From an optimization exercise on the open Yosys and OpenROAD flow, aimed at small area, a short achievable clock period and few clock cycles per item; shortcuts taken in it are not production practice.
The RTL was checked by simulation tests, not by an equivalence proof against the original design.

// conv_stream_mac
module conv_stream_mac
#(
    parameter int DATA_W = 8,
    parameter int KSIZE  = 4,
    parameter int OUT_W  = 16
) (
    input  logic                          clk,
    input  logic                          rst,
    input  logic                          k_valid,
    output logic                          k_ready,
    input  logic [DATA_W-1:0]             k_data,
    input  logic                          in_valid,
    output logic                          in_ready,
    input  logic [KSIZE*KSIZE*DATA_W-1:0] in_window,
    input  logic                          relu_en,
    output logic                          out_valid,
    input  logic                          out_ready,
    output logic [OUT_W-1:0]              out_data,
    output logic                          out_neg,
    output logic                          kernel_ok
);
    logic [3:0]   cnt;
    logic [10:0]  kneg;
    logic [175:0] kern;
    logic         k_fire, in_fire, deliver;
    logic [2:0]   pending;
    logic         full;
    logic         kpend;
    logic [287:0] cs1;
    logic [69:0] cs2;
    logic [32:0] cs3;
    logic [3:1] pv;
    assign deliver  = out_valid && out_ready;
    assign k_ready  = !kernel_ok || kpend;
    assign in_ready = kernel_ok && !kpend && (!full || out_ready);
    assign k_fire   = k_valid && k_ready;
    assign in_fire  = in_valid && in_ready;
    always_ff @(posedge clk or posedge rst) begin
        if (rst) begin
            kpend <= 1'b0;
        end else begin
  ...
Settings: LEC_CHECK=0, ABC_AREA=1, CAP_MARGIN=20, CORE_MARGIN=2, CORE_UTILIZATION=60, SETUP_SLACK_MARGIN=2.6, SLEW_MARGIN=20, SYNTH_HIERARCHICAL=1; clock period 5.5 ns.
standard.sh (not shown) runs the stock make flow with config.mk's settings and CLKGATE_MAP_FILE= SYNTH_SCRIPT=/design/flow/synth_recipe.tcl, a recipe that flattens the netlist after the stock synthesis.
==> flow/flow/run.sh <==
#!/bin/bash
# Standard layout with two changes: the port buffers are buf_2 cells instead
# of the default choice (a slow delay buffer), and clock tree synthesis builds
# the tree from clkbuf_8 cells without dummy loads.
set -euo pipefail
export BUFFER_PORTS_ARGS="-buffer_cell sky130_fd_sc_hd__buf_2"
export CTS_ARGS="-sink_clustering_enable -repair_clock_nets -dont_use_dummy_load -buf_list sky130_fd_sc_hd__clkbuf_8"
bash standard.sh > standard_flow.log 2>&1
The baseline passed the timing, design-rule and antenna checks.
Testbench counts at the start, summed over its fixed seeds: cycles 7,632, items 7,200.
Next try:
--- a/flow/flow/run.sh
+++ b/flow/flow/run.sh
@@ -4 +4 @@
-# the tree from clkbuf_8 cells without dummy loads.
+# the tree from clkbuf_8 cells without dummy loads, up to 14 flip-flops per leaf buffer.
@@ -7 +7 @@
-export CTS_ARGS="-sink_clustering_enable -repair_clock_nets -dont_use_dummy_load -buf_list sky130_fd_sc_hd__clkbuf_8"
+export CTS_ARGS="-sink_clustering_enable -repair_clock_nets -dont_use_dummy_load -buf_list sky130_fd_sc_hd__clkbuf_8 -sink_clustering_size 14 -sink_clustering_max_diameter 80"
Settings changed: SETUP_SLACK_MARGIN 2.6 to 2.8.
Result: The new run completed without violations; routed wire length went up by 0.41%; maximum frequency went up by 4.6%; global-route usage barely changes; synthesized cell count stays the same; synthesized area does not change; sequential share of layout area went up by 0.24 points; non-clock buffer count went up by 42; final cell count stays flat.

---

conv_stream_mac, a different RTL version from the one above (not shown whole).
For scale: ~160 I/O pins.
clock: 5.5 ns
lec_check: 0
abc_area: 1
cap_margin: 20
core_margin: 2
core_utilization: 60
cts_buf_list: sky130_fd_sc_hd__clkbuf_8
setup_slack_margin: 2.9
slew_margin: 20
synth_hierarchical: 1
==> flow/flow/run.sh <==
#!/bin/bash
# Standard layout, but the port buffers are buf_2 cells instead of the
# default choice (a slow delay buffer), so inputs and outputs are not slowed.
set -euo pipefail
export BUFFER_PORTS_ARGS="-buffer_cell sky130_fd_sc_hd__buf_2"
bash standard.sh > standard_flow.log 2>&1
Testbench counts at the start, summed over its fixed seeds: cycles 7,632, items 7,200.
Change:
CTS_BUF_LIST = unset   (was sky130_fd_sc_hd__clkbuf_8)
=> Routed wire length rises by 0.41%; register-to-register slack is about the same; setup slack gains 0.0038 ns; area after synthesis does not change; non-clock buffer count does not change; die area does not change; maximum frequency barely changes; count of clock-buffer cells in the layout fell by 35; via count decreases by 0.76%; hold slack is about the same.

## what the ideal ports hide
The flow's constraints put no driver on any port. The routed layouts listed below were extracted and timed again, unchanged, in two steps.
Step 1 assumes that a clkbuf_16 drives the clock port and a buf_2 every other input.
Step 2, shift: input delay + t, output delay - t, t = (earliest + latest rising clock arrival at the registers) / 2. This alone moves slack from input paths to output paths.
Three values: ideal ports, drivers, drivers and shift; two values: the first two.
run	shift t [ns]	setup slack, ns	clock arrival spread, ns	slew at the worst register clock pin (ns)	cell pins on the clock port's net
the first run of note 1	0.770	2.675 / 2.675 / 2.160	0.102 / 0.101	0.06 / 0.06	1
the second run of note 1	0.738	2.800 / 2.800 / 2.113	0.078 / 0.077	0.10 / 0.10	1
the first run of note 2	0.782	2.897 / 2.832 / 2.246	0.059 / 0.059	0.07 / 0.07	1
the second run of note 2	0.682	2.901 / 2.901 / 2.311	0.016 / 0.017	0.07 / 0.07	1
After both steps setup and hold are still met in every run listed. For the second run of note 1, which loses most, drivers alone change the setup slack by 0.000 ns; drivers and shift together by -0.687 ns.
